This design comes from an exercise in tuning for small area, a short achievable clock period and few clock cycles per item on the open sky130 flow, not from production work. The RTL was checked by simulation tests, not by an equivalence proof against the original design. No activity file was given, so power comes from the tool's default toggle rates.

`flow/design.v`:
```
package ifcb_pkg;
   localparam logic [1:0] OP_EQ = 2'd0;
   localparam logic [1:0] OP_LT = 2'd1;
   localparam logic [1:0] OP_GT = 2'd2;
   localparam logic [1:0] REG_WIDTH = 2'd0;
   localparam logic [1:0] REG_ORDER = 2'd1;
   localparam logic [1:0] REG_OP    = 2'd2;
   localparam logic [1:0] W8  = 2'd0;
   localparam logic [1:0] W16 = 2'd1;
   localparam logic [1:0] W32 = 2'd2;
   localparam logic [1:0] W64 = 2'd3;
   localparam int ALEV = 2;
   typedef struct packed {
      logic [1:0] width_code;
      logic       int_on_left;
      logic [1:0] op;
   } cfg_type;
   typedef struct packed {
      logic        sf;      
      logic        fnan;    
      logic        fzero;   
      logic        fsml;    
      logic        fone;    
      logic        fbig;    
      logic        e53;     
      logic [3:0]  k;       
      logic        mzero;   
      logic        m0;      
   } fcls_type;
   typedef struct packed {
      logic [63:0] xr;      
      logic [64:0] v;       
      logic [5:0]  sa;      
      logic        st;      
      logic [4:0]  eh;      
      logic        sf;      
      logic        mzero;   
      logic        m0;      
   } sa_type;
   typedef struct packed {
      logic        fixed;   
      logic        flt;     
      logic        feq;     
      logic        fgt;     
      logic        s;       
      logic        e53;     
      logic [3:0]  k;       
      logic        mzero;   
      logic        m0;      
      logic        fz;      
      logic        c11;     
      logic        gh;      
      logic        ph;      
      logic        p11;     
      logic        zall;    
      logic        oall;    
      logic [10:0] rl;      
   } sb_type;
endpackage
module ifcb_step_a (
   input  logic [63:0]     int_elem,
   input  logic [63:0]     float_bits,
   output ifcb_pkg::sa_type o
);
   logic [10:0] ef;
   logic [51:0] m;
   always_comb begin
      o.xr       = int_elem;
      ef         = float_bits[62:52];
      m          = float_bits[51:0];
      o.sf       = float_bits[63];
      o.mzero    = (m == 52'd0);
      o.m0       = m[0];
      o.eh       = ef[10:6];
      o.sa = ~ef[5:0];
      o.v  = {1'b1, m, 12'd0};
      o.st = 1'b0;
      for (int l = 5; l > 5 - ifcb_pkg::ALEV; l--) begin
         if (o.sa[l]) begin
            o.st = o.st | (|(o.v & ((65'd1 << (1 << l)) - 65'd1)));
            o.v  = o.v >> (1 << l);
         end
      end
   end
endmodule
module ifcb_step_b (
   input  ifcb_pkg::sa_type i,
   input  logic [1:0]      width_code,
   output ifcb_pkg::sb_type o
);
   logic [10:0] ef;
   ifcb_pkg::fcls_type fc;
   logic [64:0] v;
   logic        st;
   logic        s;
   logic [63:0] x;
   logic [63:0] xs;
   logic [63:0] g;
   logic [63:0] pp;
   logic [63:0] gg;
   logic [11:0] c;
   logic [10:0] lg;
   logic [10:0] lp;
   logic [63:0] tg;
   logic [63:0] tp;
   logic [63:12] tz;
   logic [63:12] to;
   logic [10:0] rl;
   logic        xzero;
   logic        xone;
   logic        cl, ce, cg;
   always_comb begin
      ef        = {i.eh, ~i.sa};
      fc.sf     = i.sf;
      fc.mzero  = i.mzero;
      fc.m0     = i.m0;
      fc.fnan   = (ef == 11'h7ff) && !i.mzero;
      fc.fzero  = (ef == 11'd0) && i.mzero;
      fc.fsml   = !ef[10];
      fc.fone   = (ef == 11'd1023);
      fc.fbig   = (ef >= 11'd1087);
      fc.e53    = (ef >= 11'd1076);
      fc.k      = 4'(ef - 11'd1076);
      v  = i.v;
      st = i.st;
      for (int l = 5 - ifcb_pkg::ALEV; l >= 0; l--) begin
         if (i.sa[l]) begin
            st = st | (|(v & ((65'd1 << (1 << l)) - 65'd1)));
            v  = v >> (1 << l);
         end
      end
      g       = v[63:0];
      o.fz    = st;
      o.e53   = fc.e53;
      o.k     = fc.k;
      o.mzero = fc.mzero;
      o.m0    = fc.m0;
      unique case (width_code)
         ifcb_pkg::W8:  x = {{56{i.xr[7]}}, i.xr[7:0]};
         ifcb_pkg::W16: x = {{48{i.xr[15]}}, i.xr[15:0]};
         ifcb_pkg::W32: x = {{32{i.xr[31]}}, i.xr[31:0]};
         default:       x = i.xr;
      endcase
      s       = x[63];
      xs      = x ^ {64{!s}};
      o.s     = s;
      xzero   = !s && (&xs);
      xone    = (&xs[63:1]) && (s == xs[0]);
      pp      = g ^ xs;
      gg      = g & xs;
      lg    = gg[10:0];
      lp    = pp[10:0];
      lg[0] = gg[0] | (pp[0] & !s);
      for (int lv = 0; lv < 4; lv++) begin
         for (int b = 0; b < 11; b++) begin
            if (((b >> lv) & 1) == 1) begin
               int src;
               src = ((b >> lv) << lv) - 1;
               lg[b] = lg[b] | (lp[b] & lg[src]);
               lp[b] = lp[b] & lp[src];
            end
         end
      end
      c[0] = !s;
      for (int b = 0; b < 11; b++)
         c[b+1] = lg[b];
      rl    = pp[10:0] ^ c[10:0];
      o.c11 = c[11];
      for (int b = 0; b < 64; b++) begin
         tg[b] = (b >= 11 && b < 64) ? gg[b] : 1'b0;
         tp[b] = (b >= 11 && b < 64) ? pp[b] : 1'b1;
      end
      for (int w = 1; w < 64; w = w * 2) begin
         for (int b = 0; b < 64; b += 2 * w) begin
            tg[b] = tg[b + w] | (tp[b + w] & tg[b]);
            tp[b] = tp[b + w] & tp[b];
         end
      end
      o.gh = tg[0];
      o.ph = tp[0];
      o.p11 = pp[11];
      for (int b = 12; b < 64; b++) begin
         tz[b] = (pp[b] == (gg[b-1] | pp[b-1]));
         to[b] = (pp[b] != gg[b-1]);
      end
      o.zall = (&tz[63:12]) && (gg[63] | pp[63]);
      o.oall = (&to[63:12]) && !gg[63];
      o.rl = rl;
      cl = 1'b0;
      ce = 1'b0;
      cg = 1'b0;
      if (fc.fbig)
         cl = 1'b1;
      else if (fc.fone) begin
         if (xzero) cl = 1'b1;
         else if (xone) begin
            if (fc.mzero) ce = 1'b1;
            else cl = 1'b1;
         end else cg = 1'b1;
      end else begin
         if (!xzero) cg = 1'b1;
         else if (fc.fzero) ce = 1'b1;
         else cl = 1'b1;
      end
      o.fixed = fc.fnan || (s != fc.sf) || fc.fbig || fc.fsml;
      if (fc.fnan) begin
         o.flt = 1'b0; o.feq = 1'b0; o.fgt = 1'b0;
      end else if (xzero && fc.fzero) begin
         o.flt = 1'b0; o.feq = 1'b1; o.fgt = 1'b0;
      end else if (s != fc.sf) begin
         o.flt = s; o.feq = 1'b0; o.fgt = !s;
      end else if (!s) begin
         o.flt = cl; o.feq = ce; o.fgt = cg;
      end else begin
         o.flt = cg; o.feq = ce; o.fgt = cl;
      end
   end
endmodule
module ifcb_step_c (
   input  ifcb_pkg::sb_type i,
   input  logic            int_on_left,
   input  logic [1:0]      op,
   output logic            hit
);
   logic [10:0] nl;
   logic [3:0]  jp;
   logic lz;
   logic winp;
   logic winn;
   logic rneg;
   logic hz;
   logic ho;
   logic rz;
   logic qneg;
   logic eqwin;
   logic cl, ce, cg;
   logic lt, eq, gt;
   function automatic logic below(logic [10:0] val, logic [3:0] j);
      below = ((val >> j) == 11'd0);
   endfunction
   always_comb begin
      lz    = (i.rl == 11'd0);
      nl    = ~i.rl;
      jp    = i.mzero ? i.k - 4'd1 : i.k;
      winp  = lz || (!(i.mzero && i.k == 4'd0)
                     && (below(i.rl, jp) || (i.rl == (11'd1 << jp) && !i.m0)));
      winn  = below(nl, i.k) && !(nl == ((11'd1 << i.k) - 11'd1) && i.m0);
      rneg  = !(i.gh | (i.ph & i.c11));
      hz    = i.zall && (i.p11 == i.c11);
      ho    = i.oall && (i.p11 != i.c11);
      rz    = hz && lz;
      qneg  = !rneg && !rz;
      eqwin = (hz && winp) || (ho && winn);
      cl = 1'b0;
      ce = 1'b0;
      cg = 1'b0;
      if (!i.e53) begin
         if (rz) begin
            if (i.fz) cl = 1'b1;
            else ce = 1'b1;
         end else if (qneg) cl = 1'b1;
         else cg = 1'b1;
      end else begin
         if (eqwin) ce = 1'b1;
         else if (qneg) cl = 1'b1;
         else cg = 1'b1;
      end
      if (i.fixed) begin
         lt = i.flt; eq = i.feq; gt = i.fgt;
      end else if (!i.s) begin
         lt = cl; eq = ce; gt = cg;
      end else begin
         lt = cg; eq = ce; gt = cl;
      end
      unique case (op)
         ifcb_pkg::OP_EQ: hit = eq;
         ifcb_pkg::OP_LT: hit = int_on_left ? lt : gt;
         default:         hit = int_on_left ? gt : lt;
      endcase
   end
endmodule
module ifcb_pack #(
   parameter int QD = 3           
) (
   input  logic        clock,
   input  logic        reset,
   input  logic        in_valid,    
   input  logic        in_hit,
   input  logic        in_last,
   output logic [1:0]  queued,      
   output logic        absorb,      
   output logic        out_valid,
   input  logic        out_ready,
   output logic [63:0] out_word,
   output logic [6:0]  out_count,
   output logic        out_final
);
   logic [QD-1:0] qh_ff, qh_in;
   logic [QD-1:0] ql_ff, ql_in;
   logic [1:0]    qc_ff, qc_in;
   logic [63:0]   word_ff, word_in;
   logic [63:0]   dec;
   logic          clr;
   logic          seth;
   logic [6:0]    cnt_ff, cnt_in;
   logic          ov_ff, ov_in;
   logic          fresh_ff, fresh_in;    
   logic          fin_ff, fin_in;
   logic          qe;
   logic          src_valid;
   logic          src_hit;
   logic          src_last;
   logic          can;
   logic          start;
   logic          close;
   int            n;
   always_comb begin
      qe        = (qc_ff == 2'd0);
      src_valid = !qe || in_valid;
      src_hit   = qe ? in_hit : qh_ff[0];
      src_last  = qe ? in_last : ql_ff[0];
      can       = !ov_ff || out_ready;
      absorb    = src_valid && can;
      start     = ov_ff || fresh_ff;
      close     = src_last || (!start && cnt_ff == 7'd63);
      n = int'(qc_ff) + int'(in_valid) - int'(absorb);
      qc_in = 2'(n);
      qh_in = qh_ff;
      ql_in = ql_ff;
      for (int j = 0; j < QD; j++) begin
         if (absorb) begin
            if (j + 1 < int'(qc_ff)) begin
               qh_in[j] = qh_ff[j+1];
               ql_in[j] = ql_ff[j+1];
            end else if (j + 1 == int'(qc_ff)) begin
               qh_in[j] = in_hit;
               ql_in[j] = in_last;
            end
         end else if (j == int'(qc_ff)) begin
            qh_in[j] = in_hit;
            ql_in[j] = in_last;
         end
      end
      dec  = 64'd1 << cnt_ff[5:0];
      clr  = absorb && start;
      seth = absorb && src_hit;
      for (int b = 0; b < 64; b++) begin
         if (b == 0)
            word_in[b] = clr ? src_hit : (word_ff[b] || (seth && dec[b]));
         else
            word_in[b] = !clr && (word_ff[b] || (seth && dec[b]));
      end
      cnt_in   = absorb ? (start ? 7'd1 : cnt_ff + 7'd1) : cnt_ff;
      fin_in   = absorb ? src_last : fin_ff;
      ov_in    = absorb ? close : (ov_ff && !out_ready);
      fresh_in = absorb ? 1'b0 : (fresh_ff || (ov_ff && out_ready));
   end
   always_ff @(posedge clock) begin
      if (reset) begin
         qc_ff    <= 2'd0;
         ov_ff    <= 1'b0;
         fresh_ff <= 1'b1;
      end else begin
         qc_ff    <= qc_in;
         ov_ff    <= ov_in;
         fresh_ff <= fresh_in;
      end
      qh_ff   <= qh_in;
      ql_ff   <= ql_in;
      cnt_ff  <= cnt_in;
      fin_ff  <= fin_in;
      word_ff <= word_in;
   end
   assign queued    = qc_ff;
   assign out_valid = ov_ff;
   assign out_word  = word_ff;
   assign out_count = cnt_ff;
   assign out_final = fin_ff;
endmodule
module int_float_compare_bitmask_packer (
   input  logic        clock,
   input  logic        reset,
   input  logic        req_valid,
   output logic        req_ready,
   input  logic [63:0] req_int_elem,
   input  logic [63:0] req_float_bits,
   input  logic        req_last_item,
   output logic        rsp_valid,
   input  logic        rsp_ready,
   output logic [63:0] rsp_mask_word,
   output logic [6:0]  rsp_valid_bits,
   output logic        rsp_final_word,
   input  logic        csr_valid,
   output logic        csr_ready,
   input  logic [1:0]  csr_index,
   input  logic [63:0] csr_data
);
   ifcb_pkg::cfg_type cfg_ff, cfg_in;
   ifcb_pkg::sa_type  sa_d, sa_ff;
   ifcb_pkg::sb_type  sb_d, sb_ff;
   logic              va_ff, va_in;
   logic              vb_ff;
   logic              la_ff;
   logic              lb_ff;
   logic              rdy_ff, rdy_in;
   logic              hit;
   logic [1:0]        queued_ff;
   logic [1:0]        owed;
   logic              absorb;
   assign csr_ready = 1'b1;
   always_comb begin
      cfg_in = cfg_ff;
      if (csr_valid) begin
         unique case (csr_index)
            ifcb_pkg::REG_WIDTH: cfg_in.width_code  = csr_data[1:0];
            ifcb_pkg::REG_ORDER: cfg_in.int_on_left = csr_data[0];
            ifcb_pkg::REG_OP:    cfg_in.op          = csr_data[1:0];
            default:   cfg_in = cfg_ff;
         endcase
      end
   end
   ifcb_step_a u_a (
      .int_elem   (req_int_elem),
      .float_bits (req_float_bits),
      .o          (sa_d)
   );
   ifcb_step_b u_b (
      .i          (sa_ff),
      .width_code (cfg_ff.width_code),
      .o          (sb_d)
   );
   assign req_ready = rdy_ff;
   assign va_in     = req_valid && rdy_ff;
   assign owed      = 2'(3'(queued_ff) + 3'(va_ff) + 3'(vb_ff));
   assign rdy_in    = !(((owed == 2'd3) || ((owed == 2'd2) && va_in)) && !absorb);
   always_ff @(posedge clock) begin
      if (reset) begin
         cfg_ff.width_code  <= ifcb_pkg::W64;
         cfg_ff.int_on_left <= 1'b1;
         cfg_ff.op          <= ifcb_pkg::OP_EQ;
         va_ff  <= 1'b0;
         vb_ff  <= 1'b0;
         rdy_ff <= 1'b1;
      end else begin
         cfg_ff <= cfg_in;
         va_ff  <= va_in;
         vb_ff  <= va_ff;
         rdy_ff <= rdy_in;
      end
      sa_ff <= sa_d;
      la_ff <= req_last_item;
      sb_ff <= sb_d;
      lb_ff <= la_ff;
   end
   ifcb_step_c u_c (
      .i           (sb_ff),
      .int_on_left (cfg_ff.int_on_left),
      .op          (cfg_ff.op),
      .hit         (hit)
   );
   ifcb_pack #(.QD(3)) u_pack (
      .clock     (clock),
      .reset     (reset),
      .in_valid  (vb_ff),
      .in_hit    (hit),
      .in_last   (lb_ff),
      .queued    (queued_ff),
      .absorb    (absorb),
      .out_valid (rsp_valid),
      .out_ready (rsp_ready),
      .out_word  (rsp_mask_word),
      .out_count (rsp_valid_bits),
      .out_final (rsp_final_word)
   );
endmodule
```
`flow/flow/run.sh`:
```
#!/bin/bash
set -euo pipefail
bash standard.sh SETUP_SLACK_MARGIN=9.1 ADDER_MAP_FILE= \
   "BUFFER_PORTS_ARGS=-buffer_cell sky130_fd_sc_hd__buf_1" finish > standard.log 2>&1
```
`flow/standard.sh`:
```
#!/bin/bash
# synth_recipe.tcl (not shown) runs the flow's synth.tcl, then flattens the netlist and writes it again
# the make line also repeats each setting of config.mk as NAME=value (left out here)
make -C /OpenROAD-flow-scripts/flow DESIGN_CONFIG=/design/flow/config.mk WORK_HOME=/design/flow/orfs CLKGATE_MAP_FILE= SYNTH_SCRIPT=/design/flow/synth_recipe.tcl "${@:-finish}"
```
`flow/config.mk`:
```
export PLATFORM = sky130hd
export DESIGN_NAME = int_float_compare_bitmask_packer
export DESIGN_NICKNAME = int_float_compare_bitmask_packer
export VERILOG_FILES = /design/flow/design.v
export SDC_FILE = /design/flow/constraint.sdc
export NUM_CORES = 4
export LEC_CHECK = 0
export CAP_MARGIN = 0
export CORE_MARGIN = 2
export CORE_UTILIZATION = 55
export CTS_CLUSTER_DIAMETER = 100
export CTS_CLUSTER_SIZE = 30
export SLEW_MARGIN = 0
```
`flow/constraint.sdc`:
```
create_clock -name core_clock -period 13.0 [get_ports {clock}]
set_input_delay 2.6000 -clock core_clock [delete_from_list [all_inputs] [get_ports {clock}]]
set_output_delay 2.6000 -clock core_clock [all_outputs]
set_load 0.01 [all_outputs]
```
==> summary.md, run 1 <==
| Metric | Value |
|---|---|
| Flop pwr share | `40.3%` |
| Routed Antenna Nets | `0` |
| Via Count | `16100` |
| Required time of the worst setup path | `13.39 ns` |
| Cell repeated most along the worst path | `and2_1` |
| Status | `finished clean` |
| Core footprint | `30700 sq um` |
| Total Routing Usage GR | `32.2%` |
| Largest net degree at the start of global routing | `77` |
| Worst Path Max Fanout | `15` |
| TritonCTS Buffers | `14` |
| Seq/Total Area, Yosys | `roughly a third` |
| Syn Inst Count | `around 2000` |
| Mapped Nets | `2249` |
| Yosys top cell area share | `29.2%` |
| Hold crit path type | `reg -> reg` |
| Max Clk Rate | `258 MHz` |
| Slew @ Worst Pin | `1.00 ns` |
| Crit path launch type | `flip-flop` |
| Static Leakage | `7.23 nW` |
| Largest area contributor in the netlist | `dfxtp_1` |
| Initial antenna violation count | `1` |
| WL final | `between 50 and 60 mm` |
| Average size of a mapped cell | `8.44 sq um` |
| Ports | `275` |
| Max stage delay cell, worst path | `o31ai_1` |
| Number of nets in the layout | `2380` |
| Top post-synthesis cells by area | `dfxtp_1 (29%), mux4_2 (6.5%), mux2i_1 (5.7%)` |
| Critical path's top delay family | `simple AND/OR/NAND/NOR gates` |
| Main combinational cell family by area after synthesis | `simple AND/OR/NAND/NOR gates` |
| Sw Ratio | `39.9%` |
| Post-synthesis mux area share | `16.3%` |
| CP arrival | `4.26 ns` |
| Hold path cells | `0` |
| Final setup violating endpoints | `0` |
| Area of the mapped netlist | `17300 sq um` |
| Comb power frac | `39.1%` |
| H-Tree Depth | `1` |
| Share of layout cells above drive strength 1 | `11.5%` |
| Xor and xnor area share after synthesis | `under 10%` |
| Hold Path Origin | `sa_ff[0]$_DFF_P_` |
| CP peak stage delay | `between 0.5 and 0.6 ns` |
| Maximum vdd drop | `148 uV` |
| Die Span Y | `~180 um` |
| Final Max Slew Viols | `0` |
| Critical Path End Type | `flip-flop` |
| Worst path bufs/invs | `1` |
| Layout area overhead | `10.9%` |
| Ant diodes | `0` |
| Final Hold Vio Count | `0` |
| Wire per inst | `between 20 and 25 um` |
| DIE WIDTH | `181 um` |
| Area share of fa/ha/maj cells after synthesis | `0.289%` |
| Global-route wire length before repair | `83.8 mm` |
| Critical path origin | `sa_ff[11]$_DFF_P_` |
| Drt via density | `6.24` |
| Starting density of the core | `56.3%` |
| Worst R2R Path Depth | `11` |
| Port buffer count | `211` |
| Number of global-route vias before repair | `15000` |
| Yosys warns | `7` |
| Most used DFF post-synth | `dfxtp_1` |
| Final HPWL DP | `a little over 40 mm` |
| Synthesized flop and latch total | `266` |
| Area fraction in compound gates after synthesis | `18.2%` |
| Die area | `32900 sq um` |
| Relative slew slack | `32.5%` |
| Synth top cells by count | `dfxtp_1 (252), nand2_1 (206), nor2_1 (204)` |
| Power per cell area | `130 nW/um^2` |
| Total gr overflow | `0` |
| Worst r2r src | `sa_ff[11]$_DFF_P_` |
| Critical-path cell list | `bufbuf_16 -> mux4_2 -> and2_1 -> o31ai_1 -> or2_2 -> and2_1 -> xor2_1 -> nand2_1 -> a221oi_1 -> nand4_1 -> nor4_2` |
| Router iterations before antenna repair | `6` |
| Pint | `1.50 mW` |
| Count of flip-flops with a built-in enable after synthesis | `14` |
| Reg clk slew, reported paths | `0.11 ns` |
| FFs w/ async S/R, synth | `0%` |
| Clock Skews | `between 0.02 and 0.03 ns` |
| Initial DRC count | `1334` |
| Clk pwr share | `20.6%` |
| Clock Sinks | `266` |
| Critical path depth | `11` |
| Max cap viols | `0` |
| Post-route DRC | `0` |
| Total negative setup slack | `0 ns` |
| CTS tree | `done` |
| CTS Buffer Depth | `3` |
| Synth cell types | `87` |
| Core Rows | `64` |
| Hold EP | `sb_ff[18]$_DFF_P_` |
| R2R Setup Slk | `between 9 and 10 ns` |
| Gpl congestion | `between 0.9 and 1` |
| Clock latency on the worst-skew pair | `0.52 ns` |
| Most common cell in the netlist | `dfxtp_1` |
| Psw | `roughly 1000 uW` |
| Simple-gate share of the synthesized area | `21.8%` |
| CTS Root Cell | `clkbuf_16` |
| Crit Path Class | `reg -> reg` |
| Final worst slack | `9.13 ns` |
| R2R Path End | `sb_ff[11]$_DFF_P_` |
| DP Worst Slack | `7.90 ns` |
| Period Utilization, post-route | `29.8%` |
| Final min period | `3.87 ns` |
| Hold buffers post-CTS | `0` |
| Unrepaired setup endpoints after global routing | `yes` |
## timing repair
item / CTS / global route
hold endpoints to repair: 0 / 0
gates resized for setup: 50 / 51
gates cloned: 2 / 1
setup endpoints to repair: 69 / 73
buffers inserted: 6 / 11
pin swaps: 1 / 11
## per-stage QoR
stage	instances	cell area (sq um)	hold slack (ns)	util, %	total power [mW]
after floorplan	2049	17300	0.310	-	1.66
after global routing	2584	19200	0.352	62.4	2.62
final	2584	19200	0.348	62.4	2.50
after global placement	2540	18100	0.315	59.0	1.91
after detailed placement	2540	18100	0.326	59.0	1.92
after CTS	2572	18900	0.350	61.5	2.45
## power groups by stage
stage	Clock [mW]	Sequential, mW	Combinational [mW]
global route	0.550	1.02	1.06
CTS	0.523	1.01	0.920
floorplan	0	0.965	0.699
global placement	0	1.04	0.871
detailed placement	0	1.04	0.878
finish	0.515	1.01	0.976
## worst max path at each step
stage                                       to  slack [ns]
floorplan           u_pack.word_ff[62]$_DFF_P_        9.11
global placement             sb_ff[11]$_DFF_P_        7.89
detailed placement           sb_ff[11]$_DFF_P_        7.90
CTS                          sb_ff[11]$_DFF_P_        9.05
global route                 sb_ff[11]$_DFF_P_        8.96
finish                       sb_ff[11]$_DFF_P_        9.13
## area by class of cell
| cell class | instances | area [sq um] |
|---|---|---|
| Clock buffer | 19 | 390 |
| Tap cell | 396 | 495 |
| Fill cell | 2782 | 11600 |
| Clock inverter | 5 | 78.8 |
| Sequential cell | 266 | 5480 |
| Multi-Input combinational cell | 1602 | 11300 |
| Inverter | 45 | 181 |
| Timing Repair Buffer | 251 | 1240 |
## worst reg2reg max path: cells and delay by family (launching register included)
family / cells / cell delay (ns)
compound gates: 2 / 0.89
mux: 1 / 0.52
flops: 1 / 0.42
xor+xnor: 1 / 0.21
buf+inv: 1 / 0.33
simple gates: 6 / 1.36
## kinds of logic after synthesis
logic type,Yosys count
buffers and inverters,181
DFF,266
muxes,200
other,1
AOI/OAI and AO/OA,483
adders and majority gates,5
and+or+nand+nor,771
xor gates and xnor gates,142
## registers in the layout, summed over array words and instances, names as in the netlist
name             count
rdy_ff               1
va_ff                1
sb_ff               30
u_pack.qh_ff         3
cfg_ff               5
u_pack.word_ff      64
u_pack.fresh_ff      1
u_pack.ov_ff         1
u_pack.ql_ff         3
u_pack.qc_ff         2
sa_ff              144
la_ff                1
u_pack.cnt_ff        7
u_pack.fin_ff        1
lb_ff                1
vb_ff                1
## cells in the final DEF, fill, tap and decap left out, types with 17 or more instances in the layout
cell type,Yosys,final
or4_1,18,18
and3_1,28,28
buf_1,23,210
a31oi_1,52,50
xnor2_1,102,101
nand2b_1,29,28
and2_1,33,32
xor2_1,40,35
a21oi_1,101,100
nand4_1,24,24
a22o_1,37,37
o31ai_1,18,17
nor2b_1,33,29
dfxtp_1,252,243
nor3_1,54,47
nor2_1,204,195
nand2_1,206,206
nor4_1,30,27
nand3_1,47,46
buf_4,7,26
mux2_2,43,42
mux2i_1,98,95
inv_1,42,42
o21ai_0,116,114
mux4_2,50,53
## metal layers
| layer | share of wire [%] | vias to the layer above | track usage (%) | wire [um] |
|---|---|---|---|---|
| li1 | - | 7709 | - | - |
| met1 | 43 | 7658 | 42.5 | 23200 |
| met2 | 47 | 655 | 54.4 | 25700 |
| met3 | 6.3 | 113 | 3.81 | 3420 |
| met4 | 4.1 | 2 | 11.5 | 2240 |
| met5 | 0.024 | - | 0 | 13 |
Testbench counts, summed over its fixed seeds: cycles 16,396, items 16,012.
==> run 2: changes to the inputs <==
--- a/flow/config.mk
+++ b/flow/config.mk
@@ -5,9 +5,11 @@
 export SDC_FILE = /design/flow/constraint.sdc
 export NUM_CORES = 4
 export LEC_CHECK = 0
-export CAP_MARGIN = 0
+export ABC_AREA = 1
+export ABC_CLOCK_PERIOD_IN_PS = 3500
+export CAP_MARGIN = 20
 export CORE_MARGIN = 2
 export CORE_UTILIZATION = 55
 export CTS_CLUSTER_DIAMETER = 100
 export CTS_CLUSTER_SIZE = 30
-export SLEW_MARGIN = 0
+export SLEW_MARGIN = 20
==> run 2 against run 1 <==
Die area decreased by 0.17%. Worst hold slack worse by 0.0060 ns. Synthesized cell count increased by 27%. Register-to-register slack improved by 0.20 ns. Sequential power is essentially flat. Critical path depth down 10. Critical path type is now reg -> out. Setup slack better by 0.064 ns. Total power is 3.7% higher. Clock skew is 0.010 ns lower. Utilization shrank 2.0 points. Design area decreased by 3.2%. Critical endpoint is now rsp_valid_bits[2].
==> summary.md, run 2 <==
| Metric | Value |
|---|---|
| Crit Path Class | `reg -> out` |
| Yosys top cell area share | `about 29%` |
| Number of global-route vias before repair | `roughly 15000` |
| Crit path launch type | `flip-flop` |
| Non-Filler Instances | `3116` |
| Hold EP | `lb_ff$_DFF_P_` |
| H-Tree Depth | `1` |
| Slew @ Worst Pin | `about 0.95 ns` |
| Worst path bufs/invs | `1` |
| Ant diodes | `0` |
| TritonCTS Buffers | `14` |
| Hold buffers post-CTS | `0` |
| Routed Antenna Nets | `0` |
| Largest registers | `sa_ff x144, u_pack.word_ff x64, sb_ff x30` |
| Largest area contributor in the netlist | `dfxtp_1` |
| Hold crit path type | `reg -> reg` |
| Largest register by flop count | `sa_ff` |
| Critical path's top delay family | `flip-flops` |
| Average size of a mapped cell | `6.66 sq um` |
| Max cap viols | `0` |
| Unrepaired setup endpoints after global routing | `yes` |
| Number of nets in the layout | `between 2000 and 3000` |
| Power per cell area | `140 nW/um^2` |
| Gpl congestion | `0.987` |
| Ports | `about 280` |
| Total negative setup slack | `0 ns` |
| Worst Path Max Fanout | `7` |
| Inst Count DP | `3090` |
| Wire per inst | `about 16 um` |
| Worst R2R Path Depth | `14` |
| Drt via density | `around 5.4` |
| Most common cell in the netlist | `nand2_1` |
| Port buffer count | `211` |
| Synth top cells by count | `nand2_1 (601), inv_1 (295), o21ai_0 (265)` |
| Final Hold Vio Count | `0` |
| Global-route wire length before repair | `77.7 mm` |
| Post-route DRC | `0` |
| Max stage delay cell, worst path | `edfxtp_1` |
| Critical-path cell list | `buf_1` |
| DIE WIDTH | `around 180 um` |
| Starting density of the core | `56.2%` |
| Seq/Total Area, Yosys | `31.6%` |
| Hold path cells | `0` |
| CP arrival | `1.21 ns` |
| Share of layout cells above drive strength 1 | `8.01%` |
| Largest net degree at the start of global routing | `95` |
| Max reg flops | `144` |
| Yosys warns | `7` |
| Syn Inst Count | `2594` |
| Period Utilization, post-route | `roughly 29%` |
| Hold Path Origin | `la_ff$_DFF_P_` |
| Core footprint | `30700 sq um` |
| Final min period | `3.81 ns` |
| Worst r2r src | `cfg_ff[4]$_SDFFE_PP1P_` |
| CTS Buffer Depth | `3` |
| Max Clk Rate | `around 260 MHz` |
| Most used DFF post-synth | `dfxtp_1` |
| Maximum vdd drop | `173 uV` |
| Area of the mapped netlist | `17300 sq um` |
| Clock Skews | `0.0151 ns` |
| Final Max Slew Viols | `0` |
| Via Count | `16900` |
| Final HPWL DP | `39.3 mm` |
| Required time of the worst setup path | `around 10 ns` |
| Total Routing Usage GR | `between 20% and 30%` |
| Static Leakage | `7.83 nW` |
| R2R Setup Slk | `slightly above 9 ns` |
| Clock latency on the worst-skew pair | `0.51 ns` |
| Critical Path End Type | `output pin` |
| Mapped Nets | `2794` |
| Final setup violating endpoints | `0` |
| Core Rows | `64` |
| Router iterations before antenna repair | `6` |
| Relative slew slack | `36.5%` |
| Die area | `32800 sq um` |
| Synthesized flop and latch total | `266` |
| Initial DRC count | `1412` |
| Top post-synthesis cells by area | `dfxtp_1 (29%), nand2_1 (13%), o21ai_0 (7.7%)` |
| Most common cell after layout, fill and taps aside | `nand2_1` |
| FF/Latch Area | `5470 sq um` |
| WL final | `49.4 mm` |
| Total gr overflow | `0` |
| R2R Path End | `sb_ff[15]$_DFF_P_` |
| Synth cell types | `63` |
| FFs w/ async S/R, synth | `0%` |
| Reg clk slew, reported paths | `0.11 ns` |
| Status | `finished clean` |
| Clock Sinks | `between 200 and 300` |
| Initial antenna violation count | `2` |
| CTS Root Cell | `clkbuf_16` |
| Count of flip-flops with a built-in enable after synthesis | `14` |
| Fill cells | `3024` |
| Commonest cells after routing, fill and taps aside | `nand2_1 (600), inv_1 (293), o21ai_0 (264)` |
| CTS tree | `done` |
| Die Span Y | `181 um` |
| Multi-input gate area | `approximately 10000 sq um` |
| CP peak stage delay | `0.50 ns` |
| Layout area overhead | `7.51%` |
-- run 2: cell types whose count changed in the layout (fill, tap and decap cells not counted), sizes merged, moves of 36 or more --
cell / change
nand3: +186
nand2: +410
mux4: -58
o21ai: +177
a22o: -36
inv: +264
or2: +50
mux2: -41
mux2i: -69
a31oi: -46
xnor2: -50
-- run 2: metal layers --
| metal | part of all wire (%) | vias to the layer above | global-route usage (%) |
|---|---|---|---|
| li1 | - | 8720 | - |
| met1 | 44 | 7605 | 37.4 |
| met2 | 47 | 515 | 50.2 |
| met3 | 5.6 | 103 | 3.63 |
| met4 | 3.6 | 4 | 10.0 |
| met5 | 0.044 | - | 0 |
-- run 2: kinds of logic after synthesis --
| family | after synthesis | synth area share [%] |
|---|---|---|
| and+or+nand+nor | 1246 | 33.4 |
| other | 1 | 0.0217 |
| xor gates and xnor gates | 122 | 6.23 |
| AOI/OAI and AO/OA | 491 | 16.0 |
| DFF | 266 | 31.6 |
| muxes | 32 | 1.87 |
| buffers and inverters | 436 | 10.8 |
-- run 2: metrics by stage --
step                      utilization (%)  total power, mW  setup WS (ns)  instance area (sq um)  hold slack (ns)
after global routing                 60.4             2.76           9.04                  18600            0.352
after floorplan                         -             1.84           9.11                  17300            0.310
after global placement               58.5             2.06           8.18                  18000            0.311
after CTS                            60.1             2.59           8.98                  18500            0.347
final                                60.4             2.59           9.19                  18600            0.342
after detailed placement             58.5             2.07           8.15                  18000            0.319
-- run 2: timing repair --
action / 4_1_cts / 5_1_grt
gates resized for setup: 7 / 21
buffers inserted: 1 / 2
cloned: 1 / 1
endpoints found under the setup margin: 37 / 84
-- run 2: how the worst max path moves through the flow --
stage	startpoint	to	slack (ns)	cells past startpoint
CTS	req_float_bits[57]	sa_ff[8]$_DFF_P_	8.98	8
floorplan	rsp_ready	u_pack.word_ff[1]$_DFF_P_	9.11	7
finish	u_pack.cnt_ff[2]$_SDFFCE_PN0P_	rsp_valid_bits[2]	9.19	1
detailed placement	req_float_bits[57]	sa_ff[8]$_DFF_P_	8.15	7
global placement	req_float_bits[57]	sa_ff[8]$_DFF_P_	8.18	7
global route	cfg_ff[4]$_SDFFE_PP1P_	sb_ff[15]$_DFF_P_	9.04	16
-- run 2: report_power, final --
group	total (mW)	internal, mW	leakage, nW	switching (mW)
combinational	1.08	0.315	5.38	0.767
sequential	1.00	0.920	2.23	0.0830
clock	0.507	0.225	0.221	0.282
total	2.59	1.46	7.83	1.13
-- run 2: cell type report --
| cell class | count | share of cell area [%] |
|---|---|---|
| Inverter | 311 | 6.38 |
| Sequential cell | 266 | 29.5 |
| Tap cell | 396 | 2.67 |
| Multi-Input combinational cell | 1892 | 53.8 |
| Clock buffer | 17 | 2.06 |
| Clock inverter | 4 | 0.371 |
| Timing Repair inverter | 2 | 0.0674 |
| Timing Repair Buffer | 228 | 5.18 |
==> run 3: changes to the inputs <==
==> flow/flow/run.sh (replaced) <==
#!/bin/bash
set -euo pipefail
bash standard.sh SETUP_SLACK_MARGIN=9.25 ADDER_MAP_FILE= \
   "BUFFER_PORTS_ARGS=-buffer_cell sky130_fd_sc_hd__buf_1" finish > standard.log 2>&1
==> run 3 against run 2 <==
Setup slack worse by 0.019 ns. Critical endpoint is now rsp_valid_bits[5]. Final cell count up 0.35%. Clock power up 1%. Global-route usage up 0.64 points. Critical path depth up 1. Sequential power about the same. Count of clock-buffer cells in the layout up 1. Sequential share of layout area down 0.30 points. First-iteration DRC count up 11%. Non-clock buffer count up 7. Routed wire length up 2.1%. Still clean.
==> summary.md, run 3 <==
| Metric | Value |
|---|---|
| Status | `finished clean` |
| Power per cell area | `about 140 nW/um^2` |
| Mapped Nets | `2794` |
| Static Leakage | `7.93 nW` |
| Largest register by flop count | `sa_ff` |
| Unrepaired setup endpoints after global routing | `yes` |
| Post-synthesis mux area share | `1.87%` |
| R2R Setup Slk | `9.40 ns` |
| FFs w/ async S/R, synth | `0%` |
| Share of layout cells above drive strength 1 | `around 8.8%` |
| Hold buffers post-CTS | `0` |
| Hold crit path type | `reg -> reg` |
| Router iterations before antenna repair | `6` |
| Synth top cells by count | `nand2_1 (601), inv_1 (295), o21ai_0 (265)` |
| Die area | `32800 sq um` |
| Total negative setup slack | `0 ns` |
| TritonCTS Buffers | `14` |
| Fin Hold WS | `about 0.33 ns` |
| Die Span Y | `181 um` |
| Starting density of the core | `56.2%` |
| Crit path to | `rsp_valid_bits[5]` |
| Worst R2R Path Depth | `16` |
| Worst r2r src | `cfg_ff[4]$_SDFFE_PP1P_` |
| Initial antenna violation count | `1` |
| Final Max Slew Viols | `0` |
| Simple-gate share of the synthesized area | `33.4%` |
| H-Tree Depth | `1` |
| Worst Path Max Fanout | `2` |
| Fill cells | `3013` |
| Main combinational cell family by area after synthesis | `simple AND/OR/NAND/NOR gates` |
| Total Routing Usage GR | `29.7%` |
| Power Total | `2.65 mW` |
| Final setup violating endpoints | `0` |
| CP arrival | `1.22 ns` |
| Max stage delay cell, worst path | `edfxtp_1` |
| Core Rows | `64` |
| Top post-synthesis cells by area | `dfxtp_1 (29%), nand2_1 (13%), o21ai_0 (7.7%)` |
| Wire per inst | `between 15 and 20 um` |
| Global-route wire length before repair | `79.3 mm` |
| Ports | `275` |
| Required time of the worst setup path | `10.40 ns` |
| Max Clk Rate | `261 MHz` |
| Core footprint | `30700 sq um` |
| CTS Root Cell | `clkbuf_16` |
| Clock Sinks | `266` |
| Via Count | `17100` |
| Gpl congestion | `0.960` |
| Commonest cells after routing, fill and taps aside | `nand2_1 (599), inv_1 (292), o21ai_0 (263)` |
| Critical-path cell list | `buf_12 -> buf_6` |
| Count of flip-flops with a built-in enable after synthesis | `14` |
| Crit path launch type | `flip-flop` |
| Reg clk slew, reported paths | `0.11 ns` |
| Slew @ Worst Pin | `0.929 ns` |
| Max cap viols | `0` |
| Yosys top cell area share | `29.2%` |
| Average size of a mapped cell | `6.66 sq um` |
| Yosys warns | `7` |
| DIE WIDTH | `181 um` |
| CTS tree | `done` |
| Area fraction in compound gates after synthesis | `16.0%` |
| Critical Path End Type | `output pin` |
| Synthesized flop and latch total | `approximately 270` |
| Routed Antenna Nets | `0` |
| Total gr overflow | `0` |
| Initial DRC count | `~1600` |
| Xor and xnor area share after synthesis | `around 6.2%` |
| Largest net degree at the start of global routing | `95` |
| Critical path's top delay family | `flip-flops` |
| R2R Path End | `sb_ff[15]$_DFF_P_` |
| Syn Inst Count | `2594` |
| WL final | `slightly above 50 mm` |
| Worst path bufs/invs | `2` |
| Most common cell in the netlist | `nand2_1` |
| Clock latency on the worst-skew pair | `approximately 0.52 ns` |
| Critical path origin | `u_pack.cnt_ff[5]$_SDFFCE_PN0P_` |
| Most used DFF post-synth | `dfxtp_1` |
| Port buffer count | `211` |
| Crit Path Class | `reg -> out` |
| Number of nets in the layout | `2924` |
| CP peak stage delay | `0.45 ns` |
| Synth cell types | `63` |
| Area of the mapped netlist | `approximately 17000 sq um` |
| Final Hold Vio Count | `0` |
| Final min period | `3.82 ns` |
| Ant diodes | `0` |
| Critical path depth | `2` |
| Final HPWL DP | `39.3 mm` |
| CTS Buffer Depth | `3` |
| Largest area contributor in the netlist | `dfxtp_1` |
| Most common cell after layout, fill and taps aside | `nand2_1` |
| Area share of fa/ha/maj cells after synthesis | `0%` |
| Max reg flops | `about 140` |
| Number of global-route vias before repair | `15800` |
| Layout area overhead | `8.66%` |
| Period Utilization, post-route | `about 30%` |
| Seq/Total Area, Yosys | `31.6%` |
| Relative slew slack | `37.7%` |
| Largest registers | `sa_ff x144, u_pack.word_ff x64, sb_ff x30` |
| Drt via density | `5.47` |
| Post-route DRC | `0` |
| Maximum vdd drop | `149 uV` |
| Clock Skews | `0.0303 ns` |
[run 3: cell counts after synthesis]
Identical to the previous run, type by type.
[run 3: stage by stage]
step,instances,area [sq um],worst slack (ns),utilization (%)
detailed placement,3089,18000,8.16,58.5
CTS,3120,18600,9.12,60.5
global route,3127,18800,9.14,61.0
floorplan,2594,17300,9.29,-
global placement,3089,18000,8.21,58.5
finish,3127,18800,9.18,61.0
[run 3: worst min-delay path by stage]
stage	startpoint	endpoint	slack, ns	cells past startpoint
after detailed placement	sa_ff[0]$_DFF_P_	sb_ff[18]$_DFF_P_	0.31	0
after CTS	la_ff$_DFF_P_	lb_ff$_DFF_P_	0.33	0
after floorplan	la_ff$_DFF_P_	lb_ff$_DFF_P_	0.31	0
after global routing	sa_ff[0]$_DFF_P_	sb_ff[18]$_DFF_P_	0.35	0
after global placement	sa_ff[0]$_DFF_P_	sb_ff[18]$_DFF_P_	0.31	0
final	la_ff$_DFF_P_	lb_ff$_DFF_P_	0.33	0
[run 3: cell families (layout without fill, tap and decap cells)]
kind of cell	count (synthesis)	count (layout)
AO/OA/AOI/OAI	491	491
XOR/XNOR	122	122
buffers and inverters	436	572
flip-flops	266	266
multiplexers	32	32
other	1	1
AND/OR/NAND/NOR	1246	1247
[run 3: report_power, final]
part / internal (mW) / switching (mW)
Sequential: 0.920 / 0.0832
Combinational: 0.351 / 0.785
Clock: 0.225 / 0.286
Total: 1.50 / 1.15
[run 3: cell type report]
class                      instances  area, sq um  area share (%)
timing repair buffer             235         1080            5.75
inverter                         311         1180            6.32
timing repair inverter             3         20.0           0.107
sequential                       266         5470            29.2
clock inverter                     5         72.6           0.387
tap                              396          495            2.64
multi-input combinational       1893        10100            53.6
clock buffer                      18          387            2.06
[run 3: worst register-to-register path: stages, from the launching register on]
cell and delay, ns:
dfxtp_1 0.33, buf_4 0.27, nand2_1 0.10, buf_4 0.24, or2_4 0.34, nand2_8 0.20, xor2_2 0.30, nor2_1 0.12
inv_1 0.12, nand2_1 0.12, nor2_1 0.13, inv_1 0.06, nor3_1 0.23, nor3b_4 0.28, nand4_1 0.25, o21bai_1 0.28
nand3_1 0.17
[run 3: what timing repair did]
item                                    in CTS  in global routing
endpoints found under the setup margin      60                109
resized for setup                           20                 29
pin swaps                                    1                  2
endpoints found under the hold margin        0                  0
setup buffers                                5                  5
gates cloned                                 3                  2
[run 3: routing by layer]
metal | share of wire (%) | track usage [%] | up-vias
li1 | - | - | 8746
met1 | 43 | 38.5 | 7704
met2 | 47 | 51.3 | 557
met3 | 6.2 | 3.57 | 100
met4 | 3.5 | 9.82 | 2
met5 | 0.026 | 0 | -
==> run 4: changes to the inputs <==
==> flow/flow/run.sh (replaced) <==
#!/bin/bash
set -euo pipefail
bash standard.sh SETUP_SLACK_MARGIN=8.95 ADDER_MAP_FILE= \
   "BUFFER_PORTS_ARGS=-buffer_cell sky130_fd_sc_hd__buf_1" finish > standard.log 2>&1
==> run 4 against run 3 <==
Still clean. Utilization shrank 0.85 points. Global-route usage is 0.33 points lower. Critical path depth is 1 lower. Routed wire length shrank 2.1%. Sequential cell count did not move. Sequential share of layout area rose by 0.39 points. Register-to-register slack lost 0.26 ns. Clock power about the same. First-iteration DRC count down 1.1%. Sequential power barely moved. Clock skew down 0.014 ns. Setup slack got worse by 0.16 ns. Highest routed layer unchanged.
==> summary.md, run 4 <==
| Metric | Value |
|---|---|
| Status | `finished clean` |
| Ports | `around 280` |
| Routed Antenna Nets | `0` |
| Yosys top cell area share | `29.2%` |
| Post-route DRC | `0` |
| Final min period | `3.98 ns` |
| Maximum vdd drop | `around 140 uV` |
| Share of layout cells above drive strength 1 | `7.84%` |
| Average size of a mapped cell | `6.66 sq um` |
| CP peak stage delay | `0.65 ns` |
| Most common cell after layout, fill and taps aside | `nand2_1` |
| Via Count | `17000` |
| Layout area overhead | `7.15%` |
| CTS tree | `done` |
| Crit path launch type | `flip-flop` |
| Hold buffers post-CTS | `0` |
| Starting density of the core | `56.2%` |
| Die Span Y | `between 150 and 200 um` |
| Critical Path End Type | `output pin` |
| CTS Buffer Depth | `3` |
| Clock Sinks | `266` |
| CTS Root Cell | `clkbuf_16` |
| WL final | `49.4 mm` |
| Most common cell in the netlist | `nand2_1` |
| Critical-path cell list | `buf_1` |
| Largest register by flop count | `sa_ff` |
| Reg clk slew, reported paths | `0.11 ns` |
| Crit Path Class | `reg -> out` |
| Yosys warns | `7` |
| Max reg flops | `144` |
| Clock Skews | `approximately 0.016 ns` |
| Initial antenna violation count | `2` |
| Most used DFF post-synth | `dfxtp_1` |
| Seq/Total Area, Yosys | `31.6%` |
| Area of the mapped netlist | `about 17000 sq um` |
| Synth top cells by count | `nand2_1 (601), inv_1 (295), o21ai_0 (265)` |
| H-Tree Depth | `1` |
| DIE WIDTH | `181 um` |
| Final HPWL DP | `39.3 mm` |
| Slew @ Worst Pin | `0.932 ns` |
| Die area | `32800 sq um` |
| Postcts setup bufs | `0` |
| Met3 routed WL | `2.84 mm` |
| Required time of the worst setup path | `between 10 and 15 ns` |
| Total Routing Usage GR | `between 20% and 30%` |
| Static Leakage | `7.80 nW` |
| FFs w/ async S/R, synth | `0%` |
| Power per cell area | `139 nW/um^2` |
| Fin Hold WS | `0.340 ns` |
| Mapped Nets | `approximately 2800` |
| Total gr overflow | `0` |
| Final Hold Vio Count | `0` |
| Count of flip-flops with a built-in enable after synthesis | `14` |
| Final Max Slew Viols | `0` |
| Number of global-route vias before repair | `15700` |
| Largest registers | `sa_ff x144, u_pack.word_ff x64, sb_ff x30` |
| Max Clk Rate | `251 MHz` |
| Global-route wire length before repair | `78.7 mm` |
| Clock latency on the worst-skew pair | `0.51 ns` |
| Largest area contributor in the netlist | `dfxtp_1` |
| Syn Inst Count | `~2600` |
| Core Rows | `64` |
| Unrepaired setup endpoints after global routing | `yes` |
| Synthesized flop and latch total | `266` |
| Final setup violating endpoints | `0` |
| Metal2 WL | `approximately 23 mm` |
| Hold crit path type | `reg -> reg` |
| Gpl congestion | `between 0.9 and 1` |
| Synth cell types | `63` |
| Fill cells | `3044` |
| Relative slew slack | `37.5%` |
| Highest routed metal layer | `met5` |
| Total negative setup slack | `0 ns` |
| Number of nets in the layout | `between 2000 and 3000` |
| CP arrival | `1.38 ns` |
| Max stage delay cell, worst path | `edfxtp_1` |
| Drt via density | `5.46` |
| Largest net degree at the start of global routing | `91` |
| Worst Path Max Fanout | `14` |
| Period Utilization, post-route | `30.6%` |
| Wire per inst | `15.9 um` |
| Commonest cells after routing, fill and taps aside | `nand2_1 (600), inv_1 (293), o21ai_0 (265)` |
| Max cap viols | `0` |
| Port buffer count | `211` |
| Top post-synthesis cells by area | `dfxtp_1 (29%), nand2_1 (13%), o21ai_0 (7.7%)` |
| Worst path bufs/invs | `1` |
| Core footprint | `30700 sq um` |
| Metal-1 WL | `22.1 mm` |
| TritonCTS Buffers | `14` |
| Critical path's top delay family | `flip-flops` |
| Router iterations before antenna repair | `5` |
| Initial DRC count | `1552` |
## run 4: cell counts after synthesis
No cell type changed its count.
## run 4: worst register-to-register path, cell delays in order, from the launching register on
cell and delay (ns):
dfxtp_2 0.34, buf_6 0.39, inv_2 0.44, nand3_1 0.18, o21ai_0 0.11, or2_2 0.30, o21ai_0 0.10, nand2_1 0.07
o21ai_0 0.19, or2_2 0.20, nand2_1 0.11, nor2_1 0.17, nand2_1 0.09, nor3_1 0.37, nand3_1 0.19, a41oi_1 0.29
o21bai_1 0.12, nand3_1 0.13
## run 4: cell families (layout without fill, tap and decap cells)
logic type	after synthesis	count (layout)	synth area share [%]
xor gates and xnor gates	122	122	6.23
AOI/OAI and AO/OA	491	491	16.0
muxes	32	32	1.87
DFF	266	266	31.6
and+or+nand+nor	1246	1246	33.4
buffers and inverters	436	560	10.8
other	1	2	0.0217
## run 4: path summary, 6_finish.rpt
kind	depth (start not counted)	start	slack [ns]	end
worst min-delay path	0	la_ff$_DFF_P_	0.34	lb_ff$_DFF_P_
worst max-delay path	1	u_pack.cnt_ff[4]$_SDFFCE_PN0P_	9.02	rsp_valid_bits[4]
worst min register to register	0	la_ff$_DFF_P_	0.34	lb_ff$_DFF_P_
worst max register to register	17	sa_ff[11]$_DFF_P_	9.14	sb_ff[15]$_DFF_P_
## run 4: where the power goes
group	internal [mW]	switching (mW)	leakage, nW
registers	0.920	0.0880	2.23
logic	0.309	0.752	5.35
clock network	0.225	0.285	0.223
## run 4: per-layer routing
metal | GRT usage (%) | vias up
met5 | 0 | -
met4 | 9.63 | 4
met3 | 3.79 | 90
met2 | 50.4 | 519
met1 | 38.2 | 7674
li1 | - | 8711
## run 4: what timing repair did
action | 4_1_cts | 5_1_grt
endpoints found under the setup margin | 5 | 28
cloned | 1 | 1
resized for setup | 3 | 8
hold endpoints to repair | 0 | 0
pin swaps | 0 | 0
## run 4: through the flow
step,util [%],cell area [sq um],power (mW),setup WS [ns],instances
finish,60.2,18500,2.58,9.02,3115
global route,60.2,18500,2.75,8.80,3114
CTS,60.0,18500,2.57,8.96,3113
detailed placement,58.5,18000,2.07,8.13,3090
global placement,58.5,18000,2.05,8.14,3090
floorplan,-,17300,1.84,8.83,2594
## run 4: cell type report
type	count	area (sq um)	share of cell area, %
Antenna cell	1	2.50	0.0135
Sequential cell	266	5470	29.6
Clock inverter	5	70.1	0.379
Multi-Input combinational cell	1892	9980	53.9
Inverter	311	1180	6.37
Timing Repair Buffer	225	912	4.93
Tap cell	396	495	2.68
Timing Repair inverter	2	12.5	0.0676
Clock buffer	17	383	2.07
==> run 5: changes to the inputs <==
--- a/flow/design.v
+++ b/flow/design.v
@@ -298,14 +298,14 @@
    logic [QD-1:0] qh_ff, qh_in;
    logic [QD-1:0] ql_ff, ql_in;
    logic [1:0]    qc_ff, qc_in;
-   logic [63:0]   word_ff, word_in;
+   logic [63:0]   word_ff;
    logic [63:0]   dec;
-   logic          clr;
-   logic          seth;
+   logic [63:0]   wen;
+   logic [63:0]   wd;
    logic [6:0]    cnt_ff, cnt_in;
    logic          ov_ff, ov_in;
    logic          fresh_ff, fresh_in;    
-   logic          fin_ff, fin_in;
+   logic          fin_ff;
    logic          qe;
    logic          src_valid;
    logic          src_hit;
@@ -341,17 +341,12 @@
             ql_in[j] = in_last;
          end
       end
-      dec  = 64'd1 << cnt_ff[5:0];
-      clr  = absorb && start;
-      seth = absorb && src_hit;
+      dec = 64'd1 << cnt_ff[5:0];
       for (int b = 0; b < 64; b++) begin
-         if (b == 0)
-            word_in[b] = clr ? src_hit : (word_ff[b] || (seth && dec[b]));
-         else
-            word_in[b] = !clr && (word_ff[b] || (seth && dec[b]));
+         wen[b] = absorb && (start || dec[b]);
+         wd[b]  = (b == 0) ? src_hit : (src_hit && !start);
       end
-      cnt_in   = absorb ? (start ? 7'd1 : cnt_ff + 7'd1) : cnt_ff;
-      fin_in   = absorb ? src_last : fin_ff;
+      cnt_in   = start ? 7'd1 : cnt_ff + 7'd1;
       ov_in    = absorb ? close : (ov_ff && !out_ready);
       fresh_in = absorb ? 1'b0 : (fresh_ff || (ov_ff && out_ready));
    end
@@ -365,11 +360,14 @@
          ov_ff    <= ov_in;
          fresh_ff <= fresh_in;
       end
-      qh_ff   <= qh_in;
-      ql_ff   <= ql_in;
-      cnt_ff  <= cnt_in;
-      fin_ff  <= fin_in;
-      word_ff <= word_in;
+      qh_ff <= qh_in;
+      ql_ff <= ql_in;
+      if (absorb) begin
+         cnt_ff <= cnt_in;
+         fin_ff <= src_last;
+      end
+      for (int b = 0; b < 64; b++)
+         if (wen[b]) word_ff[b] <= wd[b];
    end
    assign queued    = qc_ff;
    assign out_valid = ov_ff;
==> flow/flow/run.sh (replaced) <==
#!/bin/bash
set -euo pipefail
bash standard.sh SETUP_SLACK_MARGIN=9.1 ADDER_MAP_FILE= \
   "BUFFER_PORTS_ARGS=-buffer_cell sky130_fd_sc_hd__buf_1" finish > standard.log 2>&1
--- a/flow/config.mk
+++ b/flow/config.mk
@@ -5,8 +5,6 @@
 export SDC_FILE = /design/flow/constraint.sdc
 export NUM_CORES = 4
 export LEC_CHECK = 0
-export ABC_AREA = 1
-export ABC_CLOCK_PERIOD_IN_PS = 3500
 export CAP_MARGIN = 20
 export CORE_MARGIN = 2
 export CORE_UTILIZATION = 55
==> run 5 against run 4 <==
Highest routed layer unchanged. Routed wire length is 1.9% higher. Via count is 11% lower. Utilization is 1.4 points higher.
==> summary.md, run 5 <==
| Metric | Value |
|---|---|
| Number of nets in the layout | `2290` |
| Core footprint | `approximately 31000 sq um` |
| Commonest cells after routing, fill and taps aside | `buf_1 (210), nand2_1 (209), nor2_1 (207)` |
| Final setup violating endpoints | `0` |
| Most common cell after layout, fill and taps aside | `buf_1` |
| Global-route wire length before repair | `77.4 mm` |
| Clock Sinks | `266` |
| Post-route DRC | `0` |
| Synth cell types | `95` |
| Final Max Slew Viols | `0` |
| Total negative setup slack | `0 ns` |
| Crit path launch type | `flip-flop` |
| FF/Latch Area | `roughly 6100 sq um` |
| Final min period | `3.95 ns` |
| Placed Area | `around 18000 sq um` |
| Total gr overflow | `0` |
| Share of layout cells above drive strength 1 | `10.6%` |
| Syn Inst Count | `1947` |
| Maximum vdd drop | `125 uV` |
| Final HPWL DP | `37.7 mm` |
| Starting density of the core | `55.5%` |
| Final cell area excluding filler cells | `~19000 sq um` |
| Required time of the worst setup path | `around 13 ns` |
| Yosys warns | `7` |
| Top post-synthesis cells by area | `dfxtp_1 (22%), edfxtp_1 (13%), xnor2_1 (6.7%)` |
| Largest register by flop count | `sa_ff` |
| Status | `finished clean` |
| Mapped Nets | `about 2100` |
| Layout area overhead | `11.0%` |
| Routed Antenna Nets | `0` |
| Die area | `33000 sq um` |
| Wire per inst | `20.1 um` |
| FFs w/ async S/R, synth | `0%` |
| CTS Root Cell | `clkbuf_16` |
| Max cap viols | `0` |
| DIE WIDTH | `182 um` |
| Router iterations before antenna repair | `6` |
| Max reg flops | `between 100 and 150` |
| Initial antenna violation count | `4` |
| Synth top cells by count | `nand2_1 (210), nor2_1 (210), dfxtp_1 (188)` |
| Final Hold Vio Count | `0` |
| Reg clk slew, reported paths | `0.11 ns` |
| Max Clk Rate | `253 MHz` |
| Seq/Total Area, Yosys | `35.2%` |
| Drt via density | `~6.0` |
| Hold buffers post-CTS | `0` |
| Hold crit path type | `reg -> reg` |
| CTS Buffer Depth | `3` |
| Clock latency on the worst-skew pair | `between 0.5 and 0.6 ns` |
| Crit Path Class | `reg -> reg` |
| Initial DRC count | `1202` |
| Core Rows | `between 60 and 70` |
| Power per cell area | `about 120 nW/um^2` |
| Gpl congestion | `0.964` |
| Yosys top cell area share | `21.7%` |
| Count of flip-flops with a built-in enable after synthesis | `78` |
| Static Leakage | `between 7 and 8 nW` |
| WL final | `50.3 mm` |
| Via Count | `around 15000` |
| Largest net degree at the start of global routing | `77` |
| Relative slew slack | `49.6%` |
| Synthesized flop and latch total | `266` |
| Period Utilization, post-route | `about 30%` |
| Die Span Y | `182 um` |
| H-Tree Depth | `1` |
| Largest area contributor in the netlist | `dfxtp_1` |
| Port buffer count | `about 210` |
| Most used DFF post-synth | `dfxtp_1` |
| Unrepaired setup endpoints after global routing | `yes` |
| Fill cells | `approximately 2800` |
| Area of the mapped netlist | `17400 sq um` |
| Total Routing Usage GR | `29.5%` |
| Ports | `275` |
| Multi-input gate area | `10700 sq um` |
| Worst Path Max Fanout | `31` |
| TritonCTS Buffers | `14` |
| Critical Path End Type | `flip-flop` |
| Slew @ Worst Pin | `0.756 ns` |
| CTS tree | `done` |
| CP arrival | `4.34 ns` |
| Average size of a mapped cell | `approximately 9 sq um` |
| Clock Skews | `around 0.024 ns` |
| Largest registers | `sa_ff x144, u_pack.word_ff x64, sb_ff x30` |
| Number of global-route vias before repair | `14100` |
==> run 5: cell count changes in the layout (fill, tap and decap cells not counted), sizes merged, moves of 48 or more <==
| cell | change |
|---|---|
| dfxtp | -64 |
| edfxtp | +64 |
| inv | -266 |
| mux2i | +84 |
| mux4 | +50 |
| nand2 | -404 |
| nand3 | -198 |
| o21ai | -189 |
| or2 | -48 |
| xnor2 | +80 |
==> run 5: worst max-delay path, stage by stage, from the launching register on <==
cell	delay, ns
dfxtp_4	0.43
buf_16	0.24
mux4_2	0.55
mux2i_1	0.43
nand2_1	0.15
a211oi_1	0.45
nor2_1	0.17
xor2_1	0.32
o21ai_0	0.20
nor3_1	0.19
nand3_1	0.21
nor4_4	0.46
==> run 5: power breakdown <==
| part | internal, mW | switching [mW] | total [mW] |
|---|---|---|---|
| clock | 0.226 | 0.286 | 0.512 |
| combinational | 0.307 | 0.425 | 0.732 |
| sequential | 0.908 | 0.0929 | 1.00 |
| total | 1.44 | 0.803 | 2.24 |
==> run 5: layer usage <==
layer  vias up  part of all wire, %  GRT usage [%]
met4         4                  4.0           10.6
met3       102                  4.8           3.13
met5         -                0.046              0
met2       463                   48           50.7
met1      7207                   43           38.7
li1       7322                    -              -
==> run 5: timing repair <==
item,CTS,global route
gates resized for setup,37,43
setup endpoints to repair,127,125
hold endpoints to repair,0,0
gates cloned,1,4
buffers inserted,0,20
pin swaps,0,6
==> run 5: worst paths after layout <==
kind                           from                end  slack (ns)  cells after the start
hold reg to reg    sa_ff[0]$_DFF_P_  sb_ff[18]$_DFF_P_        0.34                      0
setup / recovery  sa_ff[11]$_DFF_P_  sb_ff[12]$_DFF_P_        9.05                     11
hold / removal     sa_ff[0]$_DFF_P_  sb_ff[18]$_DFF_P_        0.34                      0
setup reg to reg  sa_ff[11]$_DFF_P_  sb_ff[12]$_DFF_P_        9.05                     11
==> run 5: cell type report <==
| cell class | count | share of cell area [%] |
|---|---|---|
| clock buffers | 19 | 2.02 |
| repair buffers | 250 | 6.61 |
| multi-input cells | 1515 | 55.6 |
| well taps | 402 | 2.61 |
| flip-flops and latches | 266 | 31.8 |
| diodes | 1 | 0.0130 |
| clock inverters | 5 | 0.415 |
| inverters | 43 | 0.889 |
==> run 5: per-stage QoR <==
step / util, % / instances / power (mW) / hold slack, ns / setup WS (ns)
detailed placement: 58.1 / 2451 / 1.70 / 0.315 / 8.21
global route: 61.6 / 2500 / 2.36 / 0.360 / 8.92
global placement: 58.1 / 2450 / 1.69 / 0.313 / 8.11
floorplan: - / 1947 / 1.53 / 0.310 / 8.86
finish: 61.6 / 2501 / 2.24 / 0.344 / 9.05
CTS: 60.2 / 2476 / 2.22 / 0.341 / 8.96
==> run 5: cells by family after synthesis <==
group                      share of synthesized area (%)
and+or+nand+nor                                     20.2
buffers and inverters                               4.66
other                                             0.0216
xor gates and xnor gates                            9.57
muxes                                               15.1
DFF                                                 35.2
adders and majority gates                          0.576
AOI/OAI and AO/OA                                   14.8
Testbench counts of run 5, summed over its fixed seeds: cycles 16,396, items 16,012.
==> run 6: changes to the inputs <==
--- a/flow/config.mk
+++ b/flow/config.mk
@@ -5,6 +5,8 @@
 export SDC_FILE = /design/flow/constraint.sdc
 export NUM_CORES = 4
 export LEC_CHECK = 0
+export ABC_AREA = 1
+export ABC_CLOCK_PERIOD_IN_PS = 3500
 export CAP_MARGIN = 20
 export CORE_MARGIN = 2
 export CORE_UTILIZATION = 55
==> run 6 against run 5 <==
Sequential power rose by 16%. Register-to-register slack improved by 0.22 ns. Combinational power rose by 69%. Worst hold slack got worse by 0.0035 ns. Clock power rose by 3%. Final cell count rose by 20%. Synthesized area fell by 3.1%. Die area fell by 3.1%. Design area fell by 4.5%. Critical path type is now reg -> out. Largest cell class unchanged.
==> summary.md, run 6 <==
| Metric | Value |
|---|---|
| Status | `finished clean` |
| Mapped Nets | `approximately 2600` |
| Period Utilization, post-route | `29.3%` |
| Critical path depth | `1` |
| Final HPWL DP | `roughly 40 mm` |
| H-Tree Depth | `1` |
| CTS Buffer Depth | `3` |
| Slew @ Worst Pin | `0.904 ns` |
| Ant diodes | `0` |
| Largest register by flop count | `sa_ff` |
| Top post-synthesis cells by area | `dfxtp_1 (22%), nand2_1 (14%), edfxtp_1 (14%)` |
| Max stage delay cell, worst path | `edfxtp_1` |
| Worst path bufs/invs | `1` |
| Worst Path Max Fanout | `7` |
| Total Routing Usage GR | `31.3%` |
| Total negative setup slack | `0 ns` |
| Global-route wire length before repair | `78.2 mm` |
| Routed Antenna Nets | `0` |
| Required time of the worst setup path | `between 10 and 15 ns` |
| Max reg flops | `144` |
| CP peak stage delay | `0.50 ns` |
| Reg clk slew, reported paths | `0.11 ns` |
| Layout area overhead | `9.49%` |
| Critical Path End Type | `output pin` |
| Max cap viols | `0` |
| Ports | `approximately 280` |
| Clock latency on the worst-skew pair | `0.51 ns` |
| Max Clk Rate | `between 200 and 300 MHz` |
| Final min period | `3.81 ns` |
| Seq/Total Area, Yosys | `between 30% and 40%` |
| Critical path origin | `u_pack.cnt_ff[2]$_SDFFCE_PN0P_` |
| Maximum vdd drop | `203 uV` |
| Most common cell in the netlist | `nand2_1` |
| Core Rows | `64` |
| Largest area contributor in the netlist | `dfxtp_1` |
| Critical path's top delay family | `flip-flops` |
| Crit Path Class | `reg -> out` |
| Largest registers | `sa_ff x144, u_pack.word_ff x64, sb_ff x30` |
| Via Count | `16500` |
| Hold buffers post-CTS | `0` |
| Crit path launch type | `flip-flop` |
| R2R Path End | `sb_ff[11]$_DFF_P_` |
| Synthesized flop and latch total | `266` |
| WL final | `51.8 mm` |
| Synth top cells by count | `nand2_1 (635), inv_1 (222), o21ai_0 (220)` |
| Worst r2r src | `sa_ff[12]$_DFF_P_` |
| R2R Setup Slk | `9.27 ns` |
| TritonCTS Buffers | `14` |
| Yosys top cell area share | `between 20 and 25%` |
| Starting density of the core | `a little under three fifths` |
| Yosys warns | `7` |
| Initial DRC count | `roughly 1700` |
| Final Max Slew Viols | `0` |
| Count of flip-flops with a built-in enable after synthesis | `between 70 and 80` |
| Die Span Y | `around 180 um` |
| Critical-path cell list | `buf_1` |
| Gpl congestion | `1.02` |
| Unrepaired setup endpoints after global routing | `no` |
| Fill cells | `2927` |
| Non-Filler Instances | `2991` |
| Syn Inst Count | `~2400` |
| Total gr overflow | `0` |
| Final setup violating endpoints | `0` |
| DIE WIDTH | `179 um` |
| Clock Skews | `around 0.031 ns` |
| Inst Count DP | `between 2000 and 3000` |
| Initial antenna violation count | `2` |
| Static Leakage | `8.03 nW` |
| Power per cell area | `~160 nW/um^2` |
| Hold crit path type | `reg -> reg` |
| Most common cell after layout, fill and taps aside | `nand2_1` |
| FFs w/ async S/R, synth | `0%` |
| Wire per inst | `around 17 um` |
| Area of the mapped netlist | `around 17000 sq um` |
| Relative slew slack | `about two fifths` |
| CTS Root Cell | `clkbuf_16` |
| Post-route DRC | `0` |
| Die area | `32000 sq um` |
| Average size of a mapped cell | `about 6.9 sq um` |
| CTS tree | `done` |
| Router iterations before antenna repair | `6` |
| Clock Sinks | `266` |
| Largest net degree at the start of global routing | `97` |
| Commonest cells after routing, fill and taps aside | `nand2_1 (633), inv_1 (222), o21ai_0 (216)` |
| Number of global-route vias before repair | `14900` |
| Core footprint | `slightly above 30000 sq um` |
| Final Hold Vio Count | `0` |
| CP arrival | `1.21 ns` |
| Synth cell types | `66` |
| Share of layout cells above drive strength 1 | `roughly 5.5%` |
| Number of nets in the layout | `2788` |
| Crit path to | `rsp_valid_bits[2]` |
| Most used DFF post-synth | `dfxtp_1` |
| Port buffer count | `211` |
| Worst R2R Path Depth | `17` |
| Drt via density | `5.52` |
-- run 6: cell count changes in the layout (fill, tap and decap cells not counted), moves of 71 or more --
cell     previous run  this run
nand3_1            35       159
inv_1              41       222
nand2_1           209       633
o21ai_0            92       216
xnor2_1           131        60
mux2i_1           102        27
-- run 6: cells by family (layout without fill, tap and decap cells) --
group	count (synthesis)	count (layout)	share of synthesized area, %
flip-flops	266	266	36.3
AND/OR/NAND/NOR	1201	1202	31.2
AO/OA/AOI/OAI	484	487	15.7
multiplexers	28	28	1.67
other	1	1	0.0223
XOR/XNOR	118	118	6.59
buffers and inverters	340	493	8.54
-- run 6: layer usage --
metal / wire length, um / track usage [%] / vias up
li1: - / - / 8316
met1: 21800 / 40.8 / 7468
met2: 24500 / 53.8 / 639
met3: 3600 / 4.03 / 98
met4: 1810 / 10.1 / 4
met5: 27 / 0 / -
-- run 6: power breakdown --
part	switching, mW	total (mW)	internal (mW)	leakage [nW]
sequential	0.0906	1.16	1.07	2.34
combinational	0.856	1.24	0.385	5.46
clock	0.285	0.529	0.244	0.232
-- run 6: what timing repair did --
| action | CTS | global route |
|---|---|---|
| gates resized for setup | 8 | 17 |
| endpoints found under the setup margin | 110 | 68 |
| cloned | 3 | 1 |
| setup buffers | 3 | 4 |
| pin swaps | 2 | 5 |
-- run 6: final cells by class --
| type | instances | area (sq um) | area share (%) |
|---|---|---|---|
| well taps | 396 | 495 | 2.69 |
| inverters | 239 | 905 | 4.91 |
| clock inverters | 5 | 101 | 0.550 |
| repair buffers | 231 | 1020 | 5.54 |
| clock buffers | 18 | 387 | 2.10 |
| multi-input cells | 1836 | 9400 | 51.0 |
| flip-flops and latches | 266 | 6110 | 33.2 |
-- run 6: worst min path at each step --
stage	start	end	depth (start not counted)
after floorplan	la_ff$_DFF_P_	lb_ff$_DFF_P_	0
after global placement	sa_ff[0]$_DFF_P_	sb_ff[18]$_DFF_P_	0
after detailed placement	la_ff$_DFF_P_	lb_ff$_DFF_P_	0
after CTS	la_ff$_DFF_P_	lb_ff$_DFF_P_	0
after global routing	la_ff$_DFF_P_	lb_ff$_DFF_P_	0
final	la_ff$_DFF_P_	lb_ff$_DFF_P_	0
-- run 6: through the flow --
stage	util (%)	power (mW)	setup slack [ns]	area (sq um)	hold WS, ns
after floorplan	-	2.00	9.18	16800	0.310
after global placement	58.3	2.33	8.16	17700	0.318
after detailed placement	58.3	2.35	8.15	17700	0.320
after CTS	60.2	2.90	9.14	18300	0.347
after global routing	60.7	3.11	9.11	18400	0.353
final	60.7	2.93	9.19	18400	0.341

## static timing again, ports no longer ideal
No port has a modelled driver above. Below, the same layouts with a new extraction and two added sets of constraints.
Step 1 (the two cells are an assumption about what drives the block):
set clk [get_ports {clock}]
set_driving_cell -lib_cell sky130_fd_sc_hd__clkbuf_16 $clk
set_driving_cell -lib_cell sky130_fd_sc_hd__buf_2 [delete_from_list [all_inputs] $clk]
Step 2, shift: input delay + t, output delay - t, t = (earliest + latest rising clock arrival at the registers) / 2. This alone moves slack from input paths to output paths.
a / b / c = ideal / step 1 / step 2; a / b = the first two.
run	t (ns)	setup WS [ns]	hold WS [ns]	slew at the worst register clock pin (ns)	worst slew at a driven data input, ns
run 1	0.564	9.130 / 9.130 / 8.677	0.348 / 0.348 / 0.348	0.11 / 0.11	0.07
run 2	0.556	9.195 / 9.140 / 8.704	0.342 / 0.342 / 0.342	0.11 / 0.11	0.09
run 3	0.559	9.176 / 9.121 / 8.809	0.331 / 0.331 / 0.331	0.11 / 0.11	0.09
run 4	0.550	9.017 / 8.967 / 8.609	0.340 / 0.340 / 0.340	0.11 / 0.11	0.09
run 5	0.558	9.048 / 9.048 / 8.681	0.344 / 0.344 / 0.344	0.11 / 0.11	0.08
run 6	0.554	9.190 / 9.137 / 8.785	0.341 / 0.341 / 0.341	0.11 / 0.11	0.06
After both steps every run listed still meets setup and hold. For run 2, which loses most, drivers alone change the setup slack by -0.055 ns; drivers and shift together by -0.491 ns.
